Background: an optimization exercise with open tools, aiming at small area, a short achievable clock period and few clock cycles per item. Do not read the settings as production practice. In this exercise RTL edits were held to simulation tests only and were not proved equivalent to the original. Power is estimated from default activity; no workload was simulated.

==> flow/design.v <==
package md5_pkg;
    localparam logic [31:0] IV_A = 32'h67452301;
    localparam logic [31:0] IV_B = 32'hefcdab89;
    localparam logic [31:0] IV_C = 32'h98badcfe;
    localparam logic [31:0] IV_D = 32'h10325476;
    localparam logic [31:0] C0F  = 32'hd76aa477;
    localparam logic [31:0] K1_LAST = 32'hefadab89;
    function automatic logic [3:0] ring_slot(input logic [3:0] w);
        case (w)
            4'd0: ring_slot = 4'd9;
            4'd1: ring_slot = 4'd2;
            4'd2: ring_slot = 4'd0;
            4'd3: ring_slot = 4'd3;
            4'd4: ring_slot = 4'd5;
            4'd5: ring_slot = 4'd6;
            4'd6: ring_slot = 4'd12;
            4'd7: ring_slot = 4'd7;
            4'd8: ring_slot = 4'd1;
            4'd9: ring_slot = 4'd10;
            4'd10: ring_slot = 4'd8;
            4'd11: ring_slot = 4'd11;
            4'd12: ring_slot = 4'd13;
            4'd13: ring_slot = 4'd14;
            4'd14: ring_slot = 4'd4;
            4'd15: ring_slot = 4'd15;
            default: ring_slot = 4'd0;
        endcase
    endfunction
    function automatic logic [3:0] tap_slot(input logic [2:0] j);
        case (j)
            3'd0: tap_slot = 4'd1;
            3'd1: tap_slot = 4'd2;
            3'd2: tap_slot = 4'd3;
            3'd3: tap_slot = 4'd4;
            3'd4: tap_slot = 4'd7;
            3'd5: tap_slot = 4'd10;
            3'd6: tap_slot = 4'd12;
            3'd7: tap_slot = 4'd15;
            default: tap_slot = 4'd0;
        endcase
    endfunction
    function automatic logic [7:0] tap_sel(input logic [5:0] n);
        case (n)
            6'd0: tap_sel = 8'b00000010;
            6'd1: tap_sel = 8'b10000000;
            6'd2: tap_sel = 8'b00000001;
            6'd3: tap_sel = 8'b00000010;
            6'd4: tap_sel = 8'b00000010;
            6'd5: tap_sel = 8'b00010000;
            6'd6: tap_sel = 8'b00000001;
            6'd7: tap_sel = 8'b00100000;
            6'd8: tap_sel = 8'b00000010;
            6'd9: tap_sel = 8'b10000000;
            6'd10: tap_sel = 8'b00000001;
            6'd11: tap_sel = 8'b00000010;
            6'd12: tap_sel = 8'b00000010;
            6'd13: tap_sel = 8'b00010000;
            6'd14: tap_sel = 8'b00000001;
            6'd15: tap_sel = 8'b00000100;
            6'd16: tap_sel = 8'b01000000;
            6'd17: tap_sel = 8'b00100000;
            6'd18: tap_sel = 8'b00010000;
            6'd19: tap_sel = 8'b00000100;
            6'd20: tap_sel = 8'b00001000;
            6'd21: tap_sel = 8'b00100000;
            6'd22: tap_sel = 8'b10000000;
            6'd23: tap_sel = 8'b00000100;
            6'd24: tap_sel = 8'b01000000;
            6'd25: tap_sel = 8'b00100000;
            6'd26: tap_sel = 8'b00010000;
            6'd27: tap_sel = 8'b00000100;
            6'd28: tap_sel = 8'b00001000;
            6'd29: tap_sel = 8'b00100000;
            6'd30: tap_sel = 8'b10000000;
            6'd31: tap_sel = 8'b00010000;
            6'd32: tap_sel = 8'b00000001;
            6'd33: tap_sel = 8'b00100000;
            6'd34: tap_sel = 8'b00000010;
            6'd35: tap_sel = 8'b10000000;
            6'd36: tap_sel = 8'b00000001;
            6'd37: tap_sel = 8'b00000010;
            6'd38: tap_sel = 8'b00000010;
            6'd39: tap_sel = 8'b00010000;
            6'd40: tap_sel = 8'b00000001;
            6'd41: tap_sel = 8'b00100000;
            6'd42: tap_sel = 8'b00000010;
            6'd43: tap_sel = 8'b10000000;
            6'd44: tap_sel = 8'b00000001;
            6'd45: tap_sel = 8'b00000010;
            6'd46: tap_sel = 8'b00000010;
            6'd47: tap_sel = 8'b00100000;
            6'd48: tap_sel = 8'b00010000;
            6'd49: tap_sel = 8'b00000100;
            6'd50: tap_sel = 8'b00001000;
            6'd51: tap_sel = 8'b00100000;
            6'd52: tap_sel = 8'b10000000;
            6'd53: tap_sel = 8'b00000100;
            6'd54: tap_sel = 8'b01000000;
            6'd55: tap_sel = 8'b00100000;
            6'd56: tap_sel = 8'b00010000;
            6'd57: tap_sel = 8'b00000100;
            6'd58: tap_sel = 8'b00001000;
            6'd59: tap_sel = 8'b00100000;
            6'd60: tap_sel = 8'b10000000;
            6'd61: tap_sel = 8'b00000100;
            6'd62: tap_sel = 8'b01000000;
            default: tap_sel = 8'b0;
        endcase
    endfunction
    function automatic logic [31:0] k_next(input logic [7:0] h, input logic [7:0] l);
        k_next[0] = (h[0] & (l[1] | l[3] | l[5] | l[6])) | (h[1] & (l[0] | l[1] | l[4] | l[6])) | (h[2] & (l[1] | l[3] | l[4] | l[5])) | (h[3] & (l[1] | l[2] | l[3] | l[5])) | (h[4] & (l[0] | l[4])) | (h[5] & (l[1] | l[2] | l[3] | l[4] | l[6])) | (h[6] & (l[0] | l[1] | l[2] | l[3] | l[5] | l[6] | l[7])) | (h[7] & (l[2] | l[4] | l[5] | l[6] | l[7]));
        k_next[1] = (h[0] & (l[0] | l[1] | l[2] | l[3] | l[4] | l[5])) | (h[1] & (l[0] | l[2] | l[3] | l[4] | l[5] | l[7])) | (h[2] & (l[2] | l[4] | l[7])) | (h[3] & (l[0] | l[1] | l[6] | l[7])) | (h[4] & (l[1] | l[7])) | (h[5] & (l[0])) | (h[6] & (l[0] | l[1] | l[3] | l[4] | l[7])) | (h[7] & (l[3] | l[5]));
        k_next[2] = (h[0] & (l[0] | l[2] | l[3])) | (h[1] & (l[0] | l[2] | l[5])) | (h[2] & (l[3] | l[7])) | (h[3] & (l[0] | l[1] | l[2] | l[3])) | (h[4] & (l[2] | l[3] | l[7])) | (h[5] & (l[1] | l[2] | l[4] | l[6] | l[7])) | (h[6] & (l[0] | l[1] | l[5] | l[7])) | (h[7] & (l[1] | l[4]));
        k_next[3] = (h[0] & (l[1] | l[2] | l[3] | l[4] | l[7])) | (h[1] & (l[0] | l[2] | l[5])) | (h[2] & (l[2] | l[3] | l[6])) | (h[3] & (l[2] | l[4] | l[5] | l[6])) | (h[4] & (l[2] | l[4])) | (h[5] & (l[0] | l[3] | l[5])) | (h[6] & (l[2] | l[5] | l[7])) | (h[7] & (l[5]));
        k_next[4] = (h[0] & (l[0] | l[1] | l[5] | l[7])) | (h[1] & (l[1] | l[2] | l[4])) | (h[2] & (l[1] | l[3] | l[4])) | (h[3] & (l[0] | l[4] | l[5])) | (h[4] & (l[6])) | (h[5] & (l[0] | l[3] | l[5])) | (h[6] & (l[0] | l[2] | l[4] | l[5] | l[6])) | (h[7] & (l[1] | l[4] | l[5] | l[6]));
        k_next[5] = (h[0] & (l[2] | l[3] | l[4])) | (h[1] & (l[0] | l[1] | l[2] | l[3] | l[6] | l[7])) | (h[2] & (l[2] | l[7])) | (h[3] & (l[2] | l[4])) | (h[4] & (l[1] | l[4] | l[5] | l[6])) | (h[5] & (l[0] | l[3] | l[4] | l[5] | l[6])) | (h[6] & (l[1] | l[2] | l[5])) | (h[7] & (l[0] | l[2] | l[4] | l[5]));
        k_next[6] = (h[0] & (l[0] | l[1] | l[2] | l[7])) | (h[1] & (l[7])) | (h[2] & (l[0] | l[1] | l[3] | l[4] | l[6] | l[7])) | (h[3] & (l[0] | l[2] | l[4] | l[5] | l[7])) | (h[4] & (l[3] | l[5] | l[6] | l[7])) | (h[5] & (l[0] | l[4] | l[5] | l[6] | l[7])) | (h[6] & (l[3] | l[5] | l[6] | l[7])) | (h[7] & (l[0]));
        k_next[7] = (h[0] & (l[1] | l[2] | l[3] | l[7])) | (h[1] & (l[0] | l[1] | l[2] | l[4] | l[5])) | (h[2] & (l[2] | l[5] | l[6] | l[7])) | (h[3] & (l[0] | l[1] | l[2] | l[4] | l[5] | l[6])) | (h[4] & (l[0] | l[4] | l[7])) | (h[5] & (l[0] | l[1] | l[4] | l[5])) | (h[6] & (l[0] | l[1] | l[3] | l[4] | l[6])) | (h[7] & (l[0] | l[2] | l[3] | l[5] | l[6]));
        k_next[8] = (h[0] & (l[0] | l[3] | l[6])) | (h[1] & (l[0] | l[1] | l[2] | l[3] | l[4] | l[5] | l[7])) | (h[2] & (l[0] | l[2] | l[6] | l[7])) | (h[3] & (l[0] | l[1] | l[3] | l[4] | l[7])) | (h[4] & (l[1] | l[4] | l[5])) | (h[5] & (l[0] | l[2] | l[4])) | (h[6] & (l[0] | l[1] | l[3] | l[6])) | (h[7] & (l[1] | l[2] | l[6] | l[7]));
        k_next[9] = (h[0] & (l[0] | l[2] | l[3] | l[4] | l[5])) | (h[1] & (l[0] | l[1] | l[2] | l[5])) | (h[2] & (l[0] | l[1] | l[2] | l[5] | l[6])) | (h[3] & (l[0] | l[4] | l[5])) | (h[4] & (l[0] | l[3] | l[4] | l[5] | l[7])) | (h[5] & (l[0] | l[6] | l[7])) | (h[6] & (l[0] | l[1] | l[7])) | (h[7] & (l[0] | l[1] | l[3] | l[4] | l[5] | l[6] | l[7]));
        k_next[10] = (h[0] & (l[0] | l[2] | l[3] | l[4] | l[5] | l[6])) | (h[1] & (l[0] | l[2] | l[7])) | (h[2] & (l[2] | l[4] | l[5] | l[7])) | (h[3] & (l[0] | l[1] | l[2] | l[6])) | (h[4] & (l[0] | l[4] | l[6] | l[7])) | (h[5] & (l[0] | l[2] | l[5] | l[6])) | (h[6] & (l[0] | l[4] | l[5] | l[6] | l[7])) | (h[7] & (l[0] | l[3]));
        k_next[11] = (h[0] & (l[2] | l[3] | l[7])) | (h[1] & (l[1] | l[6])) | (h[2] & (l[1] | l[6] | l[7])) | (h[3] & (l[1] | l[3] | l[6] | l[7])) | (h[4] & (l[2] | l[3] | l[4] | l[5] | l[6] | l[7])) | (h[5] & (l[2] | l[4] | l[5])) | (h[6] & (l[0] | l[3] | l[4] | l[6] | l[7])) | (h[7] & (l[3]));
        k_next[12] = (h[0] & (l[0] | l[1] | l[6] | l[7])) | (h[1] & (l[0] | l[1] | l[2] | l[3] | l[4])) | (h[2] & (l[0] | l[1] | l[3] | l[4] | l[6])) | (h[3] & (l[2] | l[7])) | (h[4] & (l[0] | l[2] | l[6] | l[7])) | (h[5] & (l[1] | l[2] | l[3] | l[4] | l[5] | l[6])) | (h[6] & (l[0] | l[3] | l[5] | l[6] | l[7])) | (h[7] & (l[2] | l[3] | l[4] | l[5] | l[6]));
        k_next[13] = (h[0] & (l[0] | l[1])) | (h[1] & (l[0] | l[4] | l[7])) | (h[2] & (l[0] | l[5] | l[6])) | (h[3] & (l[3] | l[4] | l[7])) | (h[4] & (l[0] | l[1] | l[2] | l[3] | l[6] | l[7])) | (h[5] & (l[0] | l[1] | l[5] | l[7])) | (h[6] & (l[0] | l[1] | l[2] | l[5] | l[7])) | (h[7] & (l[0] | l[3] | l[4] | l[7]));
        k_next[14] = (h[0] & (l[1] | l[2] | l[4] | l[5])) | (h[1] & (l[0] | l[1] | l[2] | l[4] | l[5])) | (h[2] & (l[1] | l[2] | l[5] | l[6] | l[7])) | (h[3] & (l[3] | l[6])) | (h[4] & (l[0] | l[1] | l[3] | l[4] | l[5] | l[7])) | (h[5] & (l[3] | l[5] | l[6])) | (h[6] & (l[0] | l[3] | l[4] | l[5] | l[6] | l[7])) | (h[7] & (l[0] | l[1] | l[3] | l[4] | l[5] | l[6]));
        k_next[15] = (h[0] & (l[0] | l[2] | l[4] | l[6] | l[7])) | (h[1] & (l[0] | l[2])) | (h[2] & (l[0] | l[2] | l[5] | l[6] | l[7])) | (h[3] & (l[3] | l[4])) | (h[4] & (l[0] | l[3] | l[4] | l[6])) | (h[5] & (l[3] | l[4])) | (h[6] & (l[0] | l[2] | l[4] | l[5])) | (h[7] & (l[0] | l[4] | l[5] | l[6]));
        k_next[16] = (h[0] & (l[0] | l[2] | l[4])) | (h[1] & (l[1] | l[5])) | (h[2] & (l[3] | l[5] | l[6] | l[7])) | (h[3] & (l[0] | l[1] | l[3] | l[4] | l[5])) | (h[4] & (l[0] | l[1] | l[2] | l[5] | l[6] | l[7])) | (h[5] & (l[0] | l[1] | l[4] | l[7])) | (h[6] & (l[2] | l[3] | l[5])) | (h[7] & (l[1] | l[3] | l[5] | l[7]));
        k_next[17] = (h[0] & (l[0] | l[4] | l[6])) | (h[1] & (l[1] | l[7])) | (h[2] & (l[1] | l[2] | l[3] | l[6])) | (h[3] & (l[0] | l[2] | l[3] | l[4] | l[5] | l[6] | l[7])) | (h[4] & (l[3] | l[4] | l[5] | l[6] | l[7])) | (h[5] & (l[1] | l[4] | l[5])) | (h[6] & (l[0] | l[2] | l[3] | l[5])) | (h[7] & (l[3] | l[4] | l[5] | l[6]));
        k_next[18] = (h[0] & (l[0] | l[2] | l[3] | l[4] | l[6])) | (h[1] & (l[0] | l[1] | l[2] | l[6] | l[7])) | (h[2] & (l[1] | l[2] | l[3] | l[4])) | (h[3] & (l[0] | l[1] | l[4] | l[5])) | (h[4] & (l[1] | l[2] | l[3] | l[4] | l[6])) | (h[5] & (l[1] | l[3] | l[6])) | (h[6] & (l[1] | l[4] | l[5] | l[6])) | (h[7] & (l[0] | l[5] | l[6] | l[7]));
        k_next[19] = (h[0] & (l[2] | l[3])) | (h[1] & (l[1] | l[2] | l[4] | l[5] | l[7])) | (h[2] & (l[1] | l[3])) | (h[3] & (l[2] | l[4] | l[5] | l[6] | l[7])) | (h[4] & (l[1] | l[3] | l[4] | l[5] | l[6] | l[7])) | (h[5] & (l[1] | l[2] | l[4] | l[6] | l[7])) | (h[6] & (l[0] | l[3] | l[4] | l[5] | l[7])) | (h[7] & (l[0] | l[2] | l[4]));
        k_next[20] = (h[0] & (l[2] | l[3] | l[5])) | (h[1] & (l[1] | l[2] | l[3] | l[4] | l[5] | l[6] | l[7])) | (h[2] & (l[1] | l[2] | l[6])) | (h[3] & (l[0] | l[1] | l[2] | l[7])) | (h[4] & (l[0] | l[1] | l[3] | l[4] | l[5] | l[6] | l[7])) | (h[5] & (l[3] | l[4])) | (h[6] & (l[1] | l[2] | l[3])) | (h[7] & (l[3] | l[4] | l[5]));
        k_next[21] = (h[0] & (l[1] | l[2] | l[3] | l[5])) | (h[1] & (l[1] | l[5] | l[6])) | (h[2] & (l[2] | l[3] | l[5] | l[7])) | (h[3] & (l[0] | l[3] | l[4] | l[5] | l[6] | l[7])) | (h[4] & (l[0] | l[2] | l[3] | l[5] | l[6])) | (h[5] & (l[0] | l[1] | l[5] | l[6] | l[7])) | (h[6] & (l[0] | l[5] | l[7])) | (h[7] & (l[0] | l[4]));
        k_next[22] = (h[0] & (l[0] | l[3] | l[6])) | (h[1] & (l[0] | l[1] | l[2] | l[5])) | (h[2] & (l[0] | l[1] | l[4] | l[6] | l[7])) | (h[3] & (l[1] | l[2] | l[3] | l[4] | l[5] | l[7])) | (h[4] & (l[0] | l[2] | l[4])) | (h[5] & (l[1] | l[3] | l[4])) | (h[6] & (l[3] | l[5])) | (h[7] & (l[3] | l[5] | l[7]));
        k_next[23] = (h[0] & (l[0] | l[2] | l[4] | l[7])) | (h[1] & (l[1] | l[3] | l[4] | l[6])) | (h[2] & (l[2] | l[5] | l[6] | l[7])) | (h[3] & (l[1] | l[3] | l[4] | l[7])) | (h[4] & (l[1] | l[2] | l[3] | l[4] | l[5] | l[6] | l[7])) | (h[5] & (l[0] | l[1] | l[2] | l[3] | l[4] | l[5] | l[6])) | (h[6] & (l[1] | l[2] | l[5] | l[6] | l[7])) | (h[7] & (l[5] | l[6]));
        k_next[24] = (h[0] & (l[2] | l[3] | l[4] | l[6] | l[7])) | (h[1] & (l[0] | l[1] | l[2] | l[3] | l[4] | l[6])) | (h[2] & (l[2] | l[6] | l[7])) | (h[3] & (l[0] | l[2] | l[3] | l[5] | l[6] | l[7])) | (h[4] & (l[0] | l[1] | l[2] | l[4])) | (h[5] & (l[3] | l[5])) | (h[6] & (l[0] | l[1] | l[3] | l[4] | l[5] | l[6] | l[7])) | (h[7] & (l[1] | l[3] | l[4] | l[6] | l[7]));
        k_next[25] = (h[0] & (l[4])) | (h[1] & (l[0] | l[1] | l[3] | l[5] | l[7])) | (h[2] & (l[1] | l[3] | l[4] | l[6])) | (h[3] & (l[0] | l[5] | l[7])) | (h[4] & (l[0] | l[4] | l[5] | l[6])) | (h[5] & (l[0] | l[4] | l[5])) | (h[6] & (l[0] | l[1] | l[4] | l[5] | l[7])) | (h[7] & (l[0] | l[1] | l[2] | l[3] | l[5] | l[6] | l[7]));
        k_next[26] = (h[0] & (l[1] | l[3] | l[4] | l[6])) | (h[1] & (l[1] | l[4] | l[5] | l[7])) | (h[2] & (l[1] | l[3] | l[6])) | (h[3] & (l[1] | l[2] | l[4] | l[5] | l[6] | l[7])) | (h[4] & (l[0] | l[1] | l[2] | l[3] | l[5] | l[6])) | (h[5] & (l[1] | l[2] | l[4] | l[5] | l[6] | l[7])) | (h[6] & (l[2] | l[3] | l[4] | l[5] | l[6] | l[7])) | (h[7] & (l[0] | l[2] | l[3] | l[4] | l[7]));
        k_next[27] = (h[0] & (l[0] | l[5] | l[6] | l[7])) | (h[1] & (l[0] | l[1] | l[2] | l[3] | l[4] | l[6])) | (h[2] & (l[2] | l[5])) | (h[3] & (l[3] | l[4] | l[6] | l[7])) | (h[4] & (l[1] | l[2] | l[4] | l[6] | l[7])) | (h[5] & (l[0] | l[3] | l[5])) | (h[6] & (l[1] | l[2] | l[4] | l[5] | l[7])) | (h[7] & (l[0] | l[2] | l[4] | l[5] | l[6]));
        k_next[28] = (h[0] & (l[3] | l[6])) | (h[1] & (l[1] | l[4] | l[7])) | (h[2] & (l[3] | l[5])) | (h[3] & (l[1] | l[4] | l[7])) | (h[4] & (l[2] | l[5] | l[6])) | (h[5] & (l[1] | l[3] | l[5] | l[7])) | (h[6] & (l[2] | l[5])) | (h[7] & (l[0] | l[3] | l[4]));
        k_next[29] = (h[0] & (l[0] | l[1] | l[3] | l[5] | l[6] | l[7])) | (h[1] & (l[1] | l[3] | l[4] | l[5] | l[7])) | (h[2] & (l[1] | l[2] | l[6] | l[7])) | (h[3] & (l[1] | l[3] | l[4] | l[5] | l[7])) | (h[4] & (l[1] | l[2] | l[3] | l[5] | l[6] | l[7])) | (h[5] & (l[0] | l[4] | l[7])) | (h[6] & (l[1] | l[2] | l[3] | l[5] | l[7])) | (h[7] & (l[0] | l[1] | l[3] | l[4] | l[5] | l[6] | l[7]));
        k_next[30] = (h[0] & (l[0] | l[2] | l[3] | l[4] | l[6] | l[7])) | (h[1] & (l[1] | l[3] | l[4] | l[6] | l[7])) | (h[2] & (l[0] | l[2] | l[3] | l[5] | l[6])) | (h[3] & (l[0] | l[1] | l[2] | l[4] | l[5] | l[7])) | (h[4] & (l[1] | l[2] | l[4] | l[5])) | (h[5] & (l[0] | l[1] | l[3] | l[4] | l[6] | l[7])) | (h[6] & (l[0] | l[2] | l[3] | l[5] | l[7])) | (h[7] & (l[0] | l[2] | l[3] | l[6] | l[7]));
        k_next[31] = (h[0] & (l[0] | l[2] | l[3] | l[5] | l[6])) | (h[1] & (l[0] | l[1] | l[2] | l[4] | l[5] | l[7])) | (h[2] & (l[0] | l[2] | l[3] | l[5] | l[6])) | (h[3] & (l[0] | l[1] | l[3] | l[4] | l[6] | l[7])) | (h[4] & (l[0] | l[2] | l[3] | l[5] | l[6])) | (h[5] & (l[0] | l[1] | l[3] | l[4] | l[6] | l[7])) | (h[6] & (l[1] | l[2] | l[4] | l[5] | l[6])) | (h[7] & (l[0] | l[1] | l[3] | l[4] | l[6]));
    endfunction
    function automatic logic [4:0] shift_of(input logic [3:0] i);
        case (i)
            4'd0: shift_of = 5'd7;
            4'd1: shift_of = 5'd12;
            4'd2: shift_of = 5'd17;
            4'd3: shift_of = 5'd22;
            4'd4: shift_of = 5'd5;
            4'd5: shift_of = 5'd9;
            4'd6: shift_of = 5'd14;
            4'd7: shift_of = 5'd20;
            4'd8: shift_of = 5'd4;
            4'd9: shift_of = 5'd11;
            4'd10: shift_of = 5'd16;
            4'd11: shift_of = 5'd23;
            4'd12: shift_of = 5'd6;
            4'd13: shift_of = 5'd10;
            4'd14: shift_of = 5'd15;
            4'd15: shift_of = 5'd21;
            default: shift_of = 5'd0;
        endcase
    endfunction
    function automatic logic [8:0] rot_sel(input logic [5:0] n);
        case ({n[5:4], n[1:0]})
            4'd0: rot_sel = {5'b00001, 4'b1000};   
            4'd1: rot_sel = {5'b00100, 4'b0001};   
            4'd2: rot_sel = {5'b01000, 4'b0010};   
            4'd3: rot_sel = {5'b10000, 4'b0100};   
            4'd4: rot_sel = {5'b00001, 4'b0010};   
            4'd5: rot_sel = {5'b00010, 4'b0010};   
            4'd6: rot_sel = {5'b00100, 4'b0100};   
            4'd7: rot_sel = {5'b10000, 4'b0001};   
            4'd8: rot_sel = {5'b00001, 4'b0001};   
            4'd9: rot_sel = {5'b00010, 4'b1000};   
            4'd10: rot_sel = {5'b01000, 4'b0001};   
            4'd11: rot_sel = {5'b10000, 4'b1000};   
            4'd12: rot_sel = {5'b00001, 4'b0100};   
            4'd13: rot_sel = {5'b00010, 4'b0100};   
            4'd14: rot_sel = {5'b00100, 4'b1000};   
            4'd15: rot_sel = {5'b10000, 4'b0010};   
            default: rot_sel = 9'b0;
        endcase
    endfunction
endpackage
`timescale 1ns/1ps
module md5_msg_regs(
    input  logic         clk,
    input  logic         busy_i,
    input  logic [511:0] msg_i,
    input  logic [7:0]   tap_sel_i,   
    output logic [31:0]  word_o
);
    logic [31:0] ring [16];
    always_ff @(posedge clk) begin
        for (int w = 0; w < 16; w++) begin
            if (busy_i) ring[w] <= ring[(w + 1) % 16];
            else        ring[md5_pkg::ring_slot(4'(w))] <= msg_i[w*32 +: 32];
        end
    end
    always_comb begin
        word_o = '0;
        for (int j = 0; j < 8; j++) begin
            word_o = word_o | ({32{tap_sel_i[j]}} & ring[md5_pkg::tap_slot(3'(j))]);
        end
    end
endmodule
`timescale 1ns/1ps
module md5_step_sched(
    input  logic        clk,
    input  logic        reset_n,
    input  logic        start_i,
    output logic        busy_o,
    output logic        last_o,      
    output logic [3:0]  fn_o,        
    output logic [4:0]  qsel_o,      
    output logic [3:0]  rsel_o,      
    output logic [15:0] ssel_o,      
    output logic [31:0] k1_o,        
    output logic [7:0]  tap_sel_o,   
    output logic [7:0]  kh_o,        
    output logic [7:0]  kl_o,        
    output logic        done_o
);
    logic       busy, last;
    logic [5:0] cnt, nstep, nnext;
    assign nstep = busy ? cnt + 6'd1 : 6'd0;
    assign nnext = busy ? cnt + 6'd2 : 6'd1;
    always_ff @(posedge clk) begin
        if (!reset_n) begin
            busy   <= 1'b0;
            last   <= 1'b0;
            done_o <= 1'b0;
        end else begin
            done_o <= last;
            last   <= busy && (cnt == 6'd62);
            if (busy) busy <= !last;
            else      busy <= start_i;
        end
    end
    always_ff @(posedge clk) begin
        cnt <= nstep;
        fn_o             <= 4'd1 << nnext[5:4];
        {qsel_o, rsel_o} <= md5_pkg::rot_sel(nstep);
        ssel_o           <= 16'd1 << {nstep[5:4], nstep[1:0]};
        if (busy && cnt == 6'd62) k1_o <= md5_pkg::K1_LAST;
        else k1_o <= ~32'd0 << md5_pkg::shift_of({nstep[5:4], nstep[1:0]});
        tap_sel_o        <= md5_pkg::tap_sel(nstep);
        kh_o             <= 8'd1 << nstep[5:3];
        kl_o             <= 8'd1 << nstep[2:0];
    end
    assign busy_o = busy;
    assign last_o = last;
endmodule
`timescale 1ns/1ps
module md5_round_datapath(
    input  logic         clk,
    input  logic         busy_i,
    input  logic         last_i,
    input  logic [3:0]   fn_i,
    input  logic [4:0]   qsel_i,
    input  logic [3:0]   rsel_i,
    input  logic [15:0]  ssel_i,
    input  logic [31:0]  k1_i,      
    input  logic [7:0]   kh_i,
    input  logic [7:0]   kl_i,
    input  logic [31:0]  msg0_i,    
    input  logic [31:0]  word_i,    
    output logic [127:0] digest_o
);
    logic [31:0] b, c, d, p, x0, x1, nx0, nx1;
    logic [31:0] f, rp, rf, k0, k1;
    logic [31:0] e0s, e0c, e1s, e1c, u0, v0, u1, v1, z0, z1, new_b;
    logic [31:0] e0m, e1m, v0m, v1m;
    logic [31:0] pg;    
    logic        cw;    
    function automatic logic [31:0] rotate(input logic [31:0] x,
                                           input logic [4:0] q,
                                           input logic [3:0] r);
        logic [31:0] y;
        y = ({32{q[0]}} & {x[27:0], x[31:28]})
          | ({32{q[1]}} & {x[23:0], x[31:24]})
          | ({32{q[2]}} & {x[19:0], x[31:20]})
          | ({32{q[3]}} & {x[15:0], x[31:16]})
          | ({32{q[4]}} & {x[11:0], x[31:12]});
        rotate = ({32{r[0]}} & y)
             | ({32{r[1]}} & {y[30:0], y[31]})
             | ({32{r[2]}} & {y[29:0], y[31:30]})
             | ({32{r[3]}} & {y[28:0], y[31:29]});
    endfunction
    function automatic logic [63:0] prefix(input logic [31:0] g, input logic [31:0] t);
        logic [31:0] gg, tt, gn, tn;
        gg = g;
        tt = t;
        for (int sp = 1; sp < 32; sp = sp * 2) begin
            gn = gg;
            tn = tt;
            for (int i = sp; i < 32; i++) begin
                gn[i] = gg[i] | (tt[i] & gg[i - sp]);
                tn[i] = tt[i] & tt[i - sp];
            end
            gg = gn;
            tt = tn;
        end
        prefix = {tt, gg};
    endfunction
    function automatic logic [31:0] add_ci(input logic [31:0] x, input logic [31:0] y,
                                           input logic ci);
        logic [31:0] h, gg, tt, s;
        h = x ^ y;
        {tt, gg} = prefix(x & y, h);
        s[0] = h[0] ^ ci;
        for (int i = 1; i < 32; i++) s[i] = h[i] ^ (gg[i-1] | (tt[i-1] & ci));
        add_ci = s;
    endfunction
    assign f = (b & x1) | (~b & x0);
    assign nx1 = ({32{fn_i[0]}} & b)
               | ({32{fn_i[1]}} & (b | c))
               | ({32{fn_i[2]}} & ~(b ^ c))
               | ({32{fn_i[3]}} & ~b);
    assign nx0 = ({32{fn_i[0]}} & c)
               | ({32{fn_i[1]}} & (b & ~c))
               | ({32{fn_i[2]}} & (b ^ c))
               | ({32{fn_i[3]}} & ~(b ^ c));
    logic [31:0] pt_unused;
    assign {pt_unused, pg} = prefix(p & f, p ^ f);
    always_comb begin
        cw = 1'b0;
        for (int i = 0; i < 16; i++) begin
            cw = cw | (ssel_i[i] & pg[31 - md5_pkg::shift_of(4'(i))]);
        end
    end
    assign k0 = {32{last_i}} & md5_pkg::IV_B;
    assign k1 = k1_i;
    assign rp = rotate(p, qsel_i, rsel_i);
    assign rf = rotate(f, qsel_i, rsel_i);
    assign e0s = b ^ rp ^ k0;
    assign e0m = (b & rp) | (b & k0) | (rp & k0);
    assign e0c = {e0m[30:0], 1'b0};
    assign e1s = b ^ rp ^ k1;
    assign e1m = (b & rp) | (b & k1) | (rp & k1);
    assign e1c = {e1m[30:0], 1'b0};
    assign u0  = e0s ^ e0c ^ rf;
    assign v0m = (e0s & e0c) | (e0s & rf) | (e0c & rf);
    assign v0  = {v0m[30:0], 1'b0};
    assign u1  = e1s ^ e1c ^ rf;
    assign v1m = (e1s & e1c) | (e1s & rf) | (e1c & rf);
    assign v1  = {v1m[30:0], 1'b0};
    assign z0    = add_ci(u0, v0, cw);
    assign z1    = add_ci(u1, v1, cw);
    assign new_b = pg[31] ? z1 : z0;
    always_ff @(posedge clk) begin
        if (!busy_i) begin
            b <= md5_pkg::IV_B;
            c <= md5_pkg::IV_C;
            d <= md5_pkg::IV_D;
            p <= msg0_i;
            x0 <= md5_pkg::C0F;
            x1 <= md5_pkg::C0F;
        end else begin
            x0 <= nx0;
            x1 <= nx1;
            b <= new_b;
            c <= last_i ? b + md5_pkg::IV_C : b;
            d <= last_i ? c + md5_pkg::IV_D : c;
            p <= d + word_i + md5_pkg::k_next(kh_i, kl_i);
        end
    end
    assign digest_o = {d, c, b, p};
endmodule
`timescale 1ns/1ps
module md5_core(
    input  logic         clk,
    input  logic         reset_n,
    input  logic         start_i,
    input  logic [511:0] msg_i,
    output logic [127:0] digest_o,
    output logic         done_o
);
    logic        busy, last;
    logic [4:0]  qsel;
    logic [3:0]  fn;
    logic [3:0]  rsel;
    logic [15:0] ssel;
    logic [7:0]  tap_sel, kh, kl;
    logic [31:0] word, k1;
    md5_step_sched u_sched (
        .clk       (clk),
        .reset_n   (reset_n),
        .start_i   (start_i),
        .busy_o    (busy),
        .last_o    (last),
        .fn_o      (fn),
        .qsel_o    (qsel),
        .rsel_o    (rsel),
        .ssel_o    (ssel),
        .k1_o      (k1),
        .tap_sel_o (tap_sel),
        .kh_o      (kh),
        .kl_o      (kl),
        .done_o    (done_o)
    );
    md5_msg_regs u_msg (
        .clk       (clk),
        .busy_i    (busy),
        .msg_i     (msg_i),
        .tap_sel_i (tap_sel),
        .word_o    (word)
    );
    md5_round_datapath u_dp (
        .clk      (clk),
        .busy_i   (busy),
        .last_i   (last),
        .fn_i     (fn),
        .qsel_i   (qsel),
        .rsel_i   (rsel),
        .ssel_i   (ssel),
        .k1_i     (k1),
        .kh_i     (kh),
        .kl_i     (kl),
        .msg0_i   (msg_i[31:0]),
        .word_i   (word),
        .digest_o (digest_o)
    );
endmodule
==> flow/flow/run.sh <==
#!/bin/bash
# Standard ORFS layout, with plain buf_1 cells as port buffers and a
# tighter setup-repair target; every tool's output is kept in the ORFS logs
# and in standard.log.
set -euo pipefail
export BUFFER_PORTS_ARGS="-buffer_cell sky130_fd_sc_hd__buf_1"
export SETUP_SLACK_MARGIN=7
bash standard.sh > standard.log 2>&1
==> flow/standard.sh <==
#!/bin/bash
# synth_recipe.tcl (not shown) runs the flow's synth.tcl, then flattens the netlist and writes it again
# the make line also repeats each setting of config.mk as NAME=value (left out here)
make -C /OpenROAD-flow-scripts/flow DESIGN_CONFIG=/design/flow/config.mk WORK_HOME=/design/flow/orfs CLKGATE_MAP_FILE= SYNTH_SCRIPT=/design/flow/synth_recipe.tcl "${@:-finish}"
==> flow/config.mk <==
export PLATFORM = sky130hd
export DESIGN_NAME = md5_core
export DESIGN_NICKNAME = md5_core
export VERILOG_FILES = /design/flow/design.v
export SDC_FILE = /design/flow/constraint.sdc
export NUM_CORES = 4
export LEC_CHECK = 0
export CAP_MARGIN = 20
export CORE_MARGIN = 2
export CORE_UTILIZATION = 55
export SLEW_MARGIN = 20
==> flow/constraint.sdc <==
create_clock -name core_clock -period 11.0 [get_ports {clk}]
set_input_delay 2.2000 -clock core_clock [delete_from_list [all_inputs] [get_ports {clk}]]
set_output_delay 2.2000 -clock core_clock [all_outputs]
set_load 0.01 [all_outputs]
==> flow_summary.json, run 1 <==
{
  "setup_viol": 0,
  "grt_pass1_vias": 39000,
  "start_kind": "flip-flop",
  "synthFlopType": "dfxtp_1",
  "yosys_warnings": 4,
  "vias_per_cell": 6.34,
  "worstSkewPairLatency_ns": 0.69,
  "cts_tree": "built",
  "grt_pass1_wl_um": 261000,
  "min_to": "u_msg.ring[8][22]",
  "cp_cell_sequence": "mux2_2 -> a222oi_1 -> nand2_1 -> buf_4 -> a221o_1 -> fa_2 -> ha_4 -> or3_1 -> o21ai_1 -> a31oi_2 -> a21oi_2 -> nor2_1 -> a211oi_2 -> o21ai_2 -> a221o_2 -> a31oi_4 -> buf_4 -> buf_6 -> xnor2_2 -> o21ai_1",
  "drive_gt1_frac": 0.237,
  "pin_count": 644,
  "r2r-start": "u_dp.b[3]",
  "first_pass_iters": 12,
  "finalHoldViolations": 0,
  "ir_drop_v": 0.000242,
  "outcome": "finished clean",
  "postCtsHoldBufs": 0,
  "slew_headroom": 0.246,
  "worst-setup-path-type": "reg2reg",
  "cts_sinks": 797,
  "wl_um": 182000,
  "path_buf_inv": 3,
  "clockBufferDepth": 3,
  "p_total_w": 0.0158,
  "period_share": 0.485,
  "placed_cell_area_um2": 46900,
  "hold_depth": 1,
  "synthDistinctLibCells": 77,
  "cp.required_ns": 11.56,
  "skew_ns": 0.0563,
  "io_buffers": 643,
  "fp.dieW_um": 286,
  "min_path_type": "reg2reg",
  "power_leakage_nw": 22.0,
  "r2r-end": "u_dp.b[26]",
  "die_h_um": 286,
  "syn-num-nets": 5357,
  "netlist_instances": 4493,
  "endpoint_kind": "flip-flop",
  "async_flop_share": 0,
  "tns_ns": 0,
  "final_util": 0.674,
  "crit_fanout": 8,
  "areaGrowthSynthToFinish_pct": 21.6,
  "gp_congestion": 1.11,
  "hold_start": "u_msg.ring[9][22]",
  "drtIter0Drc": 5393,
  "rsz0062_at_grt": "yes",
  "row_count": 103,
  "syn_area_um2": 43600,
  "core_um2": 78700,
  "drv_slew": 0,
  "synth_enable_flop_cells": 0,
  "final_nets": 5976,
  "worst-r2r-setup-slack_ns": 5.67,
  "rr_worst_depth": 20,
  "worst_pin_slew_ns": 1.13,
  "grt_max_degree": 192,
  "worstPathArrival_ns": 5.89,
  "drc": 0,
  "wl_per_cell_um": 29.1,
  "cp.depth": 20,
  "cp_top_family": "compound AO/OA/AOI/OAI gates",
  "ant_nets": 0,
  "critPathMaxStageDelay_ns": 0.63,
  "worst_path_max_delay_cell": "fa_2",
  "vias": 39600,
  "design.die.area_um2": 81600,
  "overflow": 0,
  "cts_buffers": 85,
  "clock.fmax_mhz": 188,
  "design_area_um2": 53000,
  "initial_core_util": 0.554,
  "grtUsageTotal": 0.432,
  "num-fill-cells": 6509,
  "cts-root-buf": "clkbuf_16",
  "powerDensity_nw_per_um2": 299,
  "clk_pin_slew_ns": 0.06,
  "min_period_ns": 5.33,
  "h-tree-depth": 3,
  "antenna_found_initial": 37,
  "dp_hpwl_um": 132000,
  "synth_seq_cells": 797,
  "syn_area_per_cell_um2": 9.71,
  "yosysSeqAreaShare": 0.366,
  "drv_cap": 0
}
[per-stage QoR]
stage	std cells	setup WS [ns]	hold WS [ns]
after floorplan	4493	6.04	0.427
final	6248	5.67	0.421
after detailed placement	5957	4.99	0.439
after global placement	5957	5.04	0.436
after global routing	6242	5.53	0.445
after CTS	6200	5.76	0.425
[state kept, by name (all words and copies together) (netlist names), 31 cells and up]
register and flops:
u_dp.b 32, u_dp.c 32, u_dp.d 32, u_dp.p 32, u_dp.x0 32, u_dp.x1 32
u_msg.ring 512, u_sched.k1_o 31
[cells in the final DEF (no fill, tap or decap), drive strengths merged, types with 19 or more instances in the layout]
| cell type | instances |
|---|---|
| a21o | 35 |
| a21oi | 156 |
| a221o | 21 |
| a221oi | 54 |
| a222oi | 91 |
| a22o | 63 |
| a22oi | 232 |
| a31oi | 22 |
| and2 | 28 |
| and3 | 37 |
| and4 | 36 |
| buf | 810 |
| clkbuf | 121 |
| clkinv | 24 |
| dfxtp | 797 |
| fa | 142 |
| ha | 207 |
| inv | 397 |
| mux2 | 547 |
| mux2i | 31 |
| nand2 | 338 |
| nand2b | 19 |
| nand3 | 67 |
| nand4 | 43 |
| nor2 | 162 |
| nor3 | 40 |
| o2111ai | 28 |
| o211ai | 29 |
| o21a | 21 |
| o21ai | 197 |
| or2 | 28 |
| or3 | 30 |
| xnor2 | 104 |
| xor2 | 31 |
[worst max path at each step]
| stage | start | end | slack [ns] |
|---|---|---|---|
| after floorplan | u_sched.qsel_o[0] | u_dp.b[27] | 6.04 |
| after global placement | u_dp.b[25] | u_dp.b[27] | 5.04 |
| after detailed placement | u_dp.b[25] | u_dp.b[27] | 4.99 |
| after CTS | u_sched.qsel_o[0] | u_dp.b[27] | 5.76 |
| after global routing | u_sched.qsel_o[0] | u_dp.b[24] | 5.53 |
| final | u_dp.b[3] | u_dp.b[26] | 5.67 |
[cells in the mapped netlist (19+ instances only)]
cell / count / area, µm²
a21o_1: 35 / 263
a21oi_1: 156 / 781
a221o_1: 21 / 210
a221oi_1: 54 / 473
a222oi_1: 91 / 911
a22o_1: 63 / 552
a22oi_1: 232 / 1740
a31oi_1: 20 / 125
and2_1: 28 / 175
and3_1: 37 / 231
and4_1: 35 / 307
buf_1: 32 / 120
clkbuf_1: 253 / 950
dfxtp_1: 797 / 16000
fa_1: 142 / 2840
ha_1: 207 / 2590
inv_1: 395 / 1480
mux2_2: 546 / 6150
mux2i_1: 31 / 310
nand2_1: 338 / 1270
nand2b_1: 19 / 119
nand3_1: 67 / 335
nand4_1: 43 / 269
nor2_1: 161 / 604
nor3_1: 39 / 195
o2111ai_1: 27 / 236
o211ai_1: 29 / 218
o21a_1: 21 / 158
o21ai_0: 193 / 966
or2_2: 28 / 175
or3_1: 30 / 188
xnor2_1: 104 / 911
xor2_1: 31 / 272
[what timing repair did]
item | in CTS | in global routing
setup buffers | 81 | 30
endpoints found under the setup margin | 62 | 65
pin swaps | 125 | 99
gates cloned | 6 | 1
gates resized for setup | 308 | 154
[worst reg2reg max path, stage by stage (launching register included)]
cell      delay, ns
dfxtp_2        0.42
mux2_2         0.43
a222oi_1       0.48
nand2_1        0.21
buf_4          0.19
a221o_1        0.36
fa_2           0.63
ha_4           0.21
or3_1          0.30
o21ai_1        0.11
a31oi_2        0.07
a21oi_2        0.18
nor2_1         0.09
a211oi_2       0.19
o21ai_2        0.16
a221o_2        0.52
a31oi_4        0.29
buf_4          0.16
buf_6          0.09
xnor2_2        0.09
o21ai_1        0.07
[cell type report]
cell class                      count  area (µm²)  area share
Inverter                          397        1500      0.0284
Clock buffer                      121        2400      0.0453
Sequential cell                   797       16100       0.303
Clock inverter                     35         536      0.0101
Antenna cell                       17        42.5    0.000802
Tap cell                         1050        1310      0.0248
Timing Repair inverter              1        5.00   0.0000944
Timing Repair Buffer              816        4060      0.0766
Multi-Input combinational cell   3014       27100       0.511
[where the power goes]
part / internal (W) / switching, W
Clock: 0.00171 / 0.00129
Sequential: 0.00326 / 0.000504
Combinational: 0.00400 / 0.00507
Total: 0.00897 / 0.00686
[kinds of logic (layout without fill, tap and decap cells)]
group	Yosys count	after routing	share of synthesized area
compound gates	1089	1089	0.180
simple gates	863	863	0.0953
flops	797	797	0.366
buf+inv	682	1370	0.0587
mux	578	578	0.148
fa+ha+maj	349	349	0.125
xor+xnor	135	135	0.0271
other cells	0	17	0
[routing by layer]
| layer | up-vias | track usage | part of all wire |
|---|---|---|---|
| met5 | - | 0 | 0.0011 |
| met4 | 30 | 0.276 | 0.076 |
| met3 | 648 | 0.125 | 0.10 |
| met2 | 2297 | 0.689 | 0.45 |
| met1 | 19100 | 0.509 | 0.37 |
| li1 | 17500 | - | - |
Testbench counts, summed over its fixed seeds: cycles 12,488, items 192.
==> run 2, diff against run 1 <==
--- a/flow/design.v
+++ b/flow/design.v
@@ -162,25 +162,25 @@
             default: shift_of = 5'd0;
         endcase
     endfunction
-    function automatic logic [8:0] rot_sel(input logic [5:0] n);
+    function automatic logic [7:0] rot_sel(input logic [5:0] n);
         case ({n[5:4], n[1:0]})
-            4'd0: rot_sel = {5'b00001, 4'b1000};   
-            4'd1: rot_sel = {5'b00100, 4'b0001};   
-            4'd2: rot_sel = {5'b01000, 4'b0010};   
-            4'd3: rot_sel = {5'b10000, 4'b0100};   
-            4'd4: rot_sel = {5'b00001, 4'b0010};   
-            4'd5: rot_sel = {5'b00010, 4'b0010};   
-            4'd6: rot_sel = {5'b00100, 4'b0100};   
-            4'd7: rot_sel = {5'b10000, 4'b0001};   
-            4'd8: rot_sel = {5'b00001, 4'b0001};   
-            4'd9: rot_sel = {5'b00010, 4'b1000};   
-            4'd10: rot_sel = {5'b01000, 4'b0001};   
-            4'd11: rot_sel = {5'b10000, 4'b1000};   
-            4'd12: rot_sel = {5'b00001, 4'b0100};   
-            4'd13: rot_sel = {5'b00010, 4'b0100};   
-            4'd14: rot_sel = {5'b00100, 4'b1000};   
-            4'd15: rot_sel = {5'b10000, 4'b0010};   
-            default: rot_sel = 9'b0;
+            4'd0: rot_sel = {4'b0001, 4'b1000};   
+            4'd1: rot_sel = {4'b0010, 4'b1000};   
+            4'd2: rot_sel = {4'b0100, 4'b1000};   
+            4'd3: rot_sel = {4'b1000, 4'b0100};   
+            4'd4: rot_sel = {4'b0001, 4'b0010};   
+            4'd5: rot_sel = {4'b0010, 4'b0001};   
+            4'd6: rot_sel = {4'b0100, 4'b0001};   
+            4'd7: rot_sel = {4'b1000, 4'b0001};   
+            4'd8: rot_sel = {4'b0001, 4'b0001};   
+            4'd9: rot_sel = {4'b0010, 4'b0100};   
+            4'd10: rot_sel = {4'b0100, 4'b0100};   
+            4'd11: rot_sel = {4'b1000, 4'b1000};   
+            4'd12: rot_sel = {4'b0001, 4'b0100};   
+            4'd13: rot_sel = {4'b0010, 4'b0010};   
+            4'd14: rot_sel = {4'b0100, 4'b0010};   
+            4'd15: rot_sel = {4'b1000, 4'b0010};   
+            default: rot_sel = 8'b0;
         endcase
     endfunction
 endpackage
@@ -214,8 +214,10 @@
     output logic        busy_o,
     output logic        last_o,      
     output logic [3:0]  fn_o,        
-    output logic [4:0]  qsel_o,      
+    output logic [3:0]  qsel_o,      
     output logic [3:0]  rsel_o,      
+    output logic [3:0]  qseln_o,     
+    output logic [3:0]  rseln_o,
     output logic [15:0] ssel_o,      
     output logic [31:0] k1_o,        
     output logic [7:0]  tap_sel_o,   
@@ -242,7 +244,8 @@
     always_ff @(posedge clk) begin
         cnt <= nstep;
         fn_o             <= 4'd1 << nnext[5:4];
-        {qsel_o, rsel_o} <= md5_pkg::rot_sel(nstep);
+        {qsel_o, rsel_o}   <= md5_pkg::rot_sel(nstep);
+        {qseln_o, rseln_o} <= ~md5_pkg::rot_sel(nstep);
         ssel_o           <= 16'd1 << {nstep[5:4], nstep[1:0]};
         if (busy && cnt == 6'd62) k1_o <= md5_pkg::K1_LAST;
         else k1_o <= ~32'd0 << md5_pkg::shift_of({nstep[5:4], nstep[1:0]});
@@ -259,8 +262,10 @@
     input  logic         busy_i,
     input  logic         last_i,
     input  logic [3:0]   fn_i,
-    input  logic [4:0]   qsel_i,
+    input  logic [3:0]   qsel_i,      
     input  logic [3:0]   rsel_i,
+    input  logic [3:0]   qseln_i,     
+    input  logic [3:0]   rseln_i,
     input  logic [15:0]  ssel_i,
     input  logic [31:0]  k1_i,      
     input  logic [7:0]   kh_i,
@@ -276,18 +281,17 @@
     logic [31:0] pg;    
     logic        cw;    
     function automatic logic [31:0] rotate(input logic [31:0] x,
-                                           input logic [4:0] q,
+                                           input logic [3:0] q,
                                            input logic [3:0] r);
         logic [31:0] y;
         y = ({32{q[0]}} & {x[27:0], x[31:28]})
-          | ({32{q[1]}} & {x[23:0], x[31:24]})
-          | ({32{q[2]}} & {x[19:0], x[31:20]})
-          | ({32{q[3]}} & {x[15:0], x[31:16]})
-          | ({32{q[4]}} & {x[11:0], x[31:12]});
+          | ({32{q[1]}} & {x[22:0], x[31:23]})
+          | ({32{q[2]}} & {x[17:0], x[31:18]})
+          | ({32{q[3]}} & {x[11:0], x[31:12]});
         rotate = ({32{r[0]}} & y)
-             | ({32{r[1]}} & {y[30:0], y[31]})
-             | ({32{r[2]}} & {y[29:0], y[31:30]})
-             | ({32{r[3]}} & {y[28:0], y[31:29]});
+               | ({32{r[1]}} & {y[30:0], y[31]})
+               | ({32{r[2]}} & {y[29:0], y[31:30]})
+               | ({32{r[3]}} & {y[28:0], y[31:29]});
     endfunction
     function automatic logic [63:0] prefix(input logic [31:0] g, input logic [31:0] t);
         logic [31:0] gg, tt, gn, tn;
@@ -333,7 +337,7 @@
     end
     assign k0 = {32{last_i}} & md5_pkg::IV_B;
     assign k1 = k1_i;
-    assign rp = rotate(p, qsel_i, rsel_i);
+    assign rp = rotate(p, ~qseln_i, ~rseln_i);
     assign rf = rotate(f, qsel_i, rsel_i);
     assign e0s = b ^ rp ^ k0;
     assign e0m = (b & rp) | (b & k0) | (rp & k0);
@@ -379,7 +383,7 @@
     output logic         done_o
 );
     logic        busy, last;
-    logic [4:0]  qsel;
+    logic [3:0]  qsel, qseln, rseln;
     logic [3:0]  fn;
     logic [3:0]  rsel;
     logic [15:0] ssel;
@@ -394,6 +398,8 @@
         .fn_o      (fn),
         .qsel_o    (qsel),
         .rsel_o    (rsel),
+        .qseln_o   (qseln),
+        .rseln_o   (rseln),
         .ssel_o    (ssel),
         .k1_o      (k1),
         .tap_sel_o (tap_sel),
@@ -415,6 +421,8 @@
         .fn_i     (fn),
         .qsel_i   (qsel),
         .rsel_i   (rsel),
+        .qseln_i  (qseln),
+        .rseln_i  (rseln),
         .ssel_i   (ssel),
         .k1_i     (k1),
         .kh_i     (kh),
--- a/flow/config.mk
+++ b/flow/config.mk
@@ -7,5 +7,6 @@
 export LEC_CHECK = 0
 export CAP_MARGIN = 20
 export CORE_MARGIN = 2
-export CORE_UTILIZATION = 55
+export CORE_UTILIZATION = 40
+export CTS_BUF_LIST = sky130_fd_sc_hd__clkbuf_4 sky130_fd_sc_hd__clkbuf_8
 export SLEW_MARGIN = 20
==> run 2 against run 1 <==
Synthesized cell count grew 2.6%; combinational power is essentially flat; clock skew grew 0.018 ns; global-route usage shrank 9.4 points; worst setup slack gained 0.28 ns; still clean on timing, DRC and antenna; via count grew 1.8%; clock-buffer cell count grew 96; cell area grew 3.4%; critical path depth grew 1; largest power group unchanged.
==> flow_summary.json, run 2 <==
{
  "fp.dieW_um": 335,
  "dpl.cell_count": 6442,
  "min_period_ns": 5.05,
  "antenna_found_initial": 40,
  "clockBufferDepth": 3,
  "syn_area_um2": 43900,
  "dp_hpwl_um": 146000,
  "pwr-share-seq": 0.237,
  "synth_area_leader_cell": "dfxtp_1",
  "synthFlopType": "dfxtp_1",
  "pwr-share-comb": 0.572,
  "drv_cap": 0,
  "crit_fanout": 5,
  "vias": 40300,
  "p_int_w": 0.00886,
  "ir_drop_v": 0.000185,
  "postCtsHoldBufs": 0,
  "clk_pin_slew_ns": 0.08,
  "io_buffers": 643,
  "design_area_um2": 54900,
  "outcome": "finished clean",
  "worstSkewPairLatency_ns": 0.88,
  "first_pass_iters": 8,
  "drive_gt1_frac": 0.268,
  "finalHoldViolations": 0,
  "largest_register": "u_msg.ring",
  "start_kind": "flip-flop",
  "placed_cell_area_um2": 47800,
  "min_path_type": "reg2reg",
  "fin_cells": 6875,
  "drc": 0,
  "yosys_warnings": 4,
  "endpoint_kind": "flip-flop",
  "synth_most_common_cell": "dfxtp_1",
  "netlist.area_leader.share": 0.367,
  "grtUsageTotal": 0.337,
  "overflow": 0,
  "powerDensity_nw_per_um2": 288,
  "setup_viol": 0,
  "cts_buffers": 142,
  "grt_pass1_vias": 39900,
  "die_h_um": 335,
  "power_leakage_nw": 22.9,
  "cp.required_ns": 11.72,
  "drtIter0Drc": 4160,
  "tns_ns": 0,
  "synth_common_cells": "dfxtp_1, mux2_2, inv_1",
  "design.die.area_um2": 112000,
  "final_nets": 6210,
  "worstPathArrival_ns": 5.77,
  "final_cell_mix": "dfxtp_1, buf_1, mux2_2",
  "largest_reg_flops": 512,
  "period_share": 0.459,
  "async_flop_share": 0,
  "synthDistinctLibCells": 73,
  "vias_per_cell": 5.86,
  "slew_headroom": 0.137,
  "initial_core_util": 0.403,
  "cts_tree": "built",
  "rsz0062_at_grt": "yes",
  "pin_count": 644,
  "worst-setup-path-type": "reg2reg",
  "mostFrequentLayoutCell": "dfxtp_1",
  "h-tree-depth": 4,
  "synth_seq_cells": 804,
  "skew_ns": 0.0740,
  "gp_congestion": 0.999,
  "wl_um": 196000,
  "grt_max_degree": 93,
  "yosysSeqAreaShare": 0.367,
  "ant_nets": 0,
  "power_switching_share": 0.439,
  "p_sw_w": 0.00695,
  "cts_sinks": 804,
  "row_count": 121,
  "drv_slew": 0,
  "syn-num-nets": 5477,
  "areaGrowthSynthToFinish_pct": 25.0,
  "synth_enable_flop_cells": 0,
  "wl_per_cell_um": 28.6,
  "grt_pass1_wl_um": 278000,
  "worst_pin_slew_ns": 1.29,
  "p_clk_frac": 0.191,
  "yosys-top-cells-area": "dfxtp_1, mux2_2, fa_1",
  "syn_area_per_cell_um2": 9.52,
  "core_um2": 109000,
  "cts-root-buf": "clkbuf_8",
  "netlist_instances": 4612,
  "clock.fmax_mhz": 198
}
[run 2: cell count changes in the layout (fill, tap and decap cells not counted), moves of 34 or more]
cell,before,now
buf_4,131,177
clkbuf_8,14,168
inv_1,382,420
a222oi_1,91,22
clkbuf_16,85,1
o21ai_0,152,190
clkbuf_4,0,49
o22ai_1,9,73
a22o_1,63,29
[run 2: cell type report]
class                           instances  area [µm²]
Fill cell                           10200       54000
Multi-Input combinational cell       3083       27500
Sequential cell                       804       16300
Timing Repair Buffer                  867        4460
Clock buffer                          217        2680
Tap cell                             1414        1770
Inverter                              445        1700
Clock inverter                         31         415
Antenna cell                           12        30.0
Timing Repair inverter                  2        17.5
[run 2: path summary, 6_finish.rpt]
kind / depth (start not counted) / slack [ns] / start / endpoint
setup / recovery: 21 / 5.95 / u_dp.p[31] / u_dp.b[27]
hold / removal: 1 / 0.43 / u_msg.ring[14][6] / u_msg.ring[13][6]
setup reg to reg: 21 / 5.95 / u_dp.p[31] / u_dp.b[27]
hold reg to reg: 1 / 0.43 / u_msg.ring[14][6] / u_msg.ring[13][6]
[run 2: power groups by stage]
stage               clock network, W  logic, W  registers, W
finish                       0.00301   0.00905       0.00375
detailed placement                 0   0.00711       0.00376
CTS                          0.00306   0.00837       0.00373
global placement                   0   0.00709       0.00376
floorplan                          0   0.00514       0.00358
global route                 0.00319   0.00972       0.00376
[run 2: routing by layer]
metal  vias up  track usage  routed length (µm)
met1     19600        0.399               74700
met5         -            0                 238
met2      2078        0.555               91800
met4        34        0.192               12800
li1      18000            -                   -
met3       555       0.0856               16900
[run 2: critical path, stage by stage (launching register included)]
cell and delay [ns]:
dfxtp_4 0.39, inv_1 0.15, o22ai_1 0.14, a221oi_4 0.28
o22ai_1 0.13, nor2_2 0.17, fa_1 0.46, fa_1 0.54
inv_1 0.05, ha_1 0.31, inv_2 0.07, o21bai_1 0.06
a21o_1 0.16, a21oi_2 0.13, o21ai_1 0.08, a211o_1 0.31
and3_4 0.18, o31a_1 0.34, o21a_4 0.25, or2_4 0.29
a2111oi_4 0.32, a221oi_2 0.05
[run 2: repair_timing]
item	CTS	global route
buffers inserted	126	38
resized for setup	434	128
gates cloned	5	1
pin swaps	154	78
setup endpoints to repair	69	68
[run 2: kinds of logic (layout without fill, tap and decap cells)]
| logic type | Yosys count | after routing | share of synthesized area |
|---|---|---|---|
| flops | 804 | 804 | 0.367 |
| xor+xnor | 131 | 131 | 0.0261 |
| other cells | 0 | 12 | 0 |
| fa+ha+maj | 350 | 350 | 0.124 |
| simple gates | 896 | 896 | 0.0976 |
| buf+inv | 725 | 1562 | 0.0620 |
| mux | 569 | 569 | 0.145 |
| compound gates | 1137 | 1137 | 0.178 |
[run 2: metrics by stage]
step                      setup WS [ns]  utilization  power (W)  hold slack, ns
final                              5.95        0.504     0.0158           0.429
after global routing               5.80        0.504     0.0167           0.444
after CTS                          5.97        0.495     0.0152           0.424
after detailed placement           5.04        0.439     0.0109           0.438
after global placement             5.09        0.439     0.0109           0.436
after floorplan                    6.17            -    0.00872           0.427
Testbench counts of run 2, summed over its fixed seeds: cycles 12,488, items 192.
==> run 3, diff against run 2 <==
==> flow/flow/run.sh (replaced) <==
#!/bin/bash
# Standard ORFS layout, with plain buf_1 cells as port buffers, a tighter
# setup-repair target and no dummy loads in the clock tree; every tool's
# output is kept in the ORFS logs and in standard.log.
set -euo pipefail
export BUFFER_PORTS_ARGS="-buffer_cell sky130_fd_sc_hd__buf_1"
export SETUP_SLACK_MARGIN=8
export CTS_ARGS="-sink_clustering_enable -repair_clock_nets -dont_use_dummy_load -buf_list {sky130_fd_sc_hd__clkbuf_4 sky130_fd_sc_hd__clkbuf_8}"
bash standard.sh > standard.log 2>&1
--- a/flow/config.mk
+++ b/flow/config.mk
@@ -7,6 +7,5 @@
 export LEC_CHECK = 0
 export CAP_MARGIN = 20
 export CORE_MARGIN = 2
-export CORE_UTILIZATION = 40
-export CTS_BUF_LIST = sky130_fd_sc_hd__clkbuf_4 sky130_fd_sc_hd__clkbuf_8
+export CORE_UTILIZATION = 35
 export SLEW_MARGIN = 20
==> run 3 against run 2 <==
Sequential share of layout area down 0.35 points; clock power shrank 23%; via count rose by 1.4%; critical path depth up 2; core utilization down 4.9 points; register-to-register slack worse by 0.06 ns; die area increased by 14%; combinational power rose by 3.8%; highest routed layer unchanged; clock-buffer cell count shrank 72; worst setup slack lost 0.058 ns; wire length up 2.7%; sequential cell count unchanged.
==> flow_summary.json, run 3 <==
{
  "outcome": "finished clean",
  "path_buf_inv": 4,
  "period_share": 0.464,
  "overflow": 0,
  "vias_per_cell": 5.76,
  "skew_ns": 0.109,
  "synth_top_family_by_area": "compound AO/OA/AOI/OAI gates",
  "areaGrowthSynthToFinish_pct": 28.6,
  "grt_pass1_wl_um": 283000,
  "antenna_found_initial": 28,
  "worst_path_max_delay_cell": "or3_4",
  "first_pass_iters": 7,
  "grtUsageTotal": 0.303,
  "drv_cap": 0,
  "min_path_type": "reg2reg",
  "final_cell_mix": "dfxtp_1, buf_1, mux2_2",
  "slew_headroom": 0.224,
  "endpoint_kind": "flip-flop",
  "h-tree-depth": 4,
  "clock.fmax_mhz": 196,
  "critPathMaxStageDelay_ns": 0.45,
  "ir_drop_v": 0.000173,
  "final_nets": 6317,
  "row_count": 129,
  "design.die.area_um2": 128000,
  "vias": 40900,
  "worst_pin_slew_ns": 1.16,
  "synth_common_cells": "dfxtp_1, mux2_2, inv_1",
  "initial_core_util": 0.354,
  "yosysSeqAreaShare": 0.367,
  "synthDistinctLibCells": 73,
  "worstPathArrival_ns": 5.83,
  "drive_gt1_frac": 0.312,
  "pin_count": 644,
  "mostFrequentLayoutCell": "dfxtp_1",
  "cp_cell_sequence": "buf_4 -> or3_4 -> a22oi_2 -> nand4_1 -> a21oi_2 -> fa_1 -> inv_2 -> ha_4 -> inv_2 -> fa_2 -> nor2b_2 -> o21ai_2 -> a21boi_2 -> o21ai_2 -> buf_6 -> a31o_4 -> o211ai_1 -> a31oi_2 -> o31a_1 -> o211ai_1 -> a31oi_1 -> xnor2_1 -> a21oi_2",
  "worst-setup-path-type": "reg2reg",
  "synth_most_common_cell": "dfxtp_1",
  "io_buffers": 643,
  "tns_ns": 0,
  "postCtsHoldBufs": 0,
  "synthFlopType": "dfxtp_1",
  "clk_pin_slew_ns": 0.06,
  "crit_fanout": 29,
  "yosys-top-cells-area": "dfxtp_1, mux2_2, fa_1",
  "fp.dieW_um": 358,
  "grt_pass1_vias": 40300,
  "cts_buffers": 145,
  "hold_slack_ns": 0.389,
  "clockBufferDepth": 3,
  "syn-num-nets": 5477,
  "worstSkewPairLatency_ns": 0.87,
  "ant_nets": 0,
  "dp_hpwl_um": 149000,
  "async_flop_share": 0,
  "cp.required_ns": 11.73,
  "synth_compound_area_frac": 0.178,
  "start_kind": "flip-flop",
  "drc": 0,
  "netlist.area_leader.share": 0.367,
  "finalHoldViolations": 0,
  "wl_um": 202000,
  "gp_congestion": 0.988,
  "die_h_um": 358,
  "synth_xor_area_frac": 0.0261,
  "cp_top_family": "compound AO/OA/AOI/OAI gates",
  "min_period_ns": 5.11,
  "muxShareOfSynthArea": 0.145,
  "p_total_w": 0.0154,
  "largest_register": "u_msg.ring",
  "core_um2": 124000,
  "synth_seq_cells": 804,
  "synth_area_leader_cell": "dfxtp_1",
  "syn_area_per_cell_um2": 9.52,
  "yosys.area_share.simple": 0.0976,
  "grt_max_degree": 200,
  "cts-root-buf": "clkbuf_8",
  "wl_per_cell_um": 28.4,
  "drtIter0Drc": 3564,
  "drv_slew": 0,
  "setup_viol": 0,
  "cts_sinks": 804,
  "rsz0062_at_grt": "yes",
  "power_leakage_nw": 23.5,
  "cts_tree": "built",
  "synth_enable_flop_cells": 0,
  "syn_area_um2": 43900,
  "yosys_warnings": 4,
  "powerDensity_nw_per_um2": 273,
  "largest_reg_flops": 512,
  "synth_fa_ha_area_frac": 0.124,
  "netlist_instances": 4612
}
[run 3: cell families (layout without fill, tap and decap cells)]
family,count (synthesis),in the layout
compound gates,1137,1137
xor+xnor,131,131
fa+ha+maj,350,350
buf+inv,725,1563
flops,804,804
mux,569,569
other cells,0,10
simple gates,896,896
[run 3: stage by stage]
| stage | worst slack, ns | utilization | instance area (µm²) | std cells |
|---|---|---|---|---|
| 2_1_floorplan | 6.17 | - | 44800 | 4612 |
| 3_3_place_gp | 5.05 | 0.390 | 48400 | 6666 |
| 3_5_place_dp | 5.16 | 0.390 | 48500 | 6666 |
| 4_1_cts | 5.91 | 0.444 | 55100 | 7018 |
| 5_1_grt | 5.79 | 0.455 | 56400 | 7094 |
| 6_report | 5.89 | 0.455 | 56500 | 7097 |
[run 3: layer usage]
metal  track usage  part of all wire  vias to the layer above
met5             0           0.00078                        -
met4         0.156             0.057                       24
met3        0.0867             0.096                      510
met2         0.498              0.47                     2164
met1         0.361              0.38                    20100
li1              -                 -                    18100
[run 3: report_power, final]
part           total [W]  internal, W  switching [W]
registers        0.00372      0.00333       0.000392
logic            0.00939      0.00418        0.00521
clock network    0.00233      0.00115        0.00118
[run 3: worst reg2reg max path: cells and delay by family, from the launching register on]
kind	cells	cell delay [ns]
XOR/XNOR	1	0.18
buffers and inverters	4	0.51
adder cells (fa/ha/maj)	3	0.90
AO/OA/AOI/OAI	12	2.34
flip-flops	1	0.30
AND/OR/NAND/NOR	3	0.77
[run 3: path summary, 6_finish.rpt]
kind / start / to / slack [ns] / cells after the start
min: u_msg.ring[9][30] / u_msg.ring[8][30] / 0.39 / 1
max: u_sched.kl_o[4] / u_dp.p[31] / 5.89 / 23
min reg2reg: u_msg.ring[9][30] / u_msg.ring[8][30] / 0.39 / 1
max reg2reg: u_sched.kl_o[4] / u_dp.p[31] / 5.89 / 23
[run 3: layout make-up]
type	count	area, µm²
Clock buffer	145	2000
Timing Repair Buffer	971	6230
Tap cell	1637	2050
Timing Repair inverter	2	17.5
Multi-Input combinational cell	3083	27800
Fill cell	12000	67700
Inverter	445	1720
Antenna cell	10	25.0
Sequential cell	804	16600
[run 3: timing repair]
action,CTS,global route
resized for setup,896,165
setup endpoints to repair,451,222
buffers inserted,202,67
pin swaps,153,96
gates cloned,5,2

-- what the ideal ports hide --
Ports are ideal in the flow. The routed layouts listed here were re-timed in OpenROAD.
Step 1, drivers: a clkbuf_16 drives clk and a buf_2 each remaining input, both assumed.
Step 2 times the ports against the registers' clock, not the clock port: input delays grow and output delays shrink by t, the midpoint of the rising clock arrivals with the driver on.
Three values: ideal, step 1, step 2; two values: the first two.
| run | t (ns) | setup WS [ns] | worst register clock-pin slew, ns | worst slew at a driven data input, ns |
|---|---|---|---|---|
| run 1 | 0.734 | 5.667 / 5.667 / 5.667 | 0.07 / 0.07 | 0.18 |
| run 2 | 0.932 | 5.951 / 5.951 / 5.951 | 0.08 / 0.08 | 0.23 |
| run 3 | 0.915 | 5.893 / 5.893 / 5.893 | 0.06 / 0.06 | 0.15 |
After both steps every run listed still meets setup and hold.
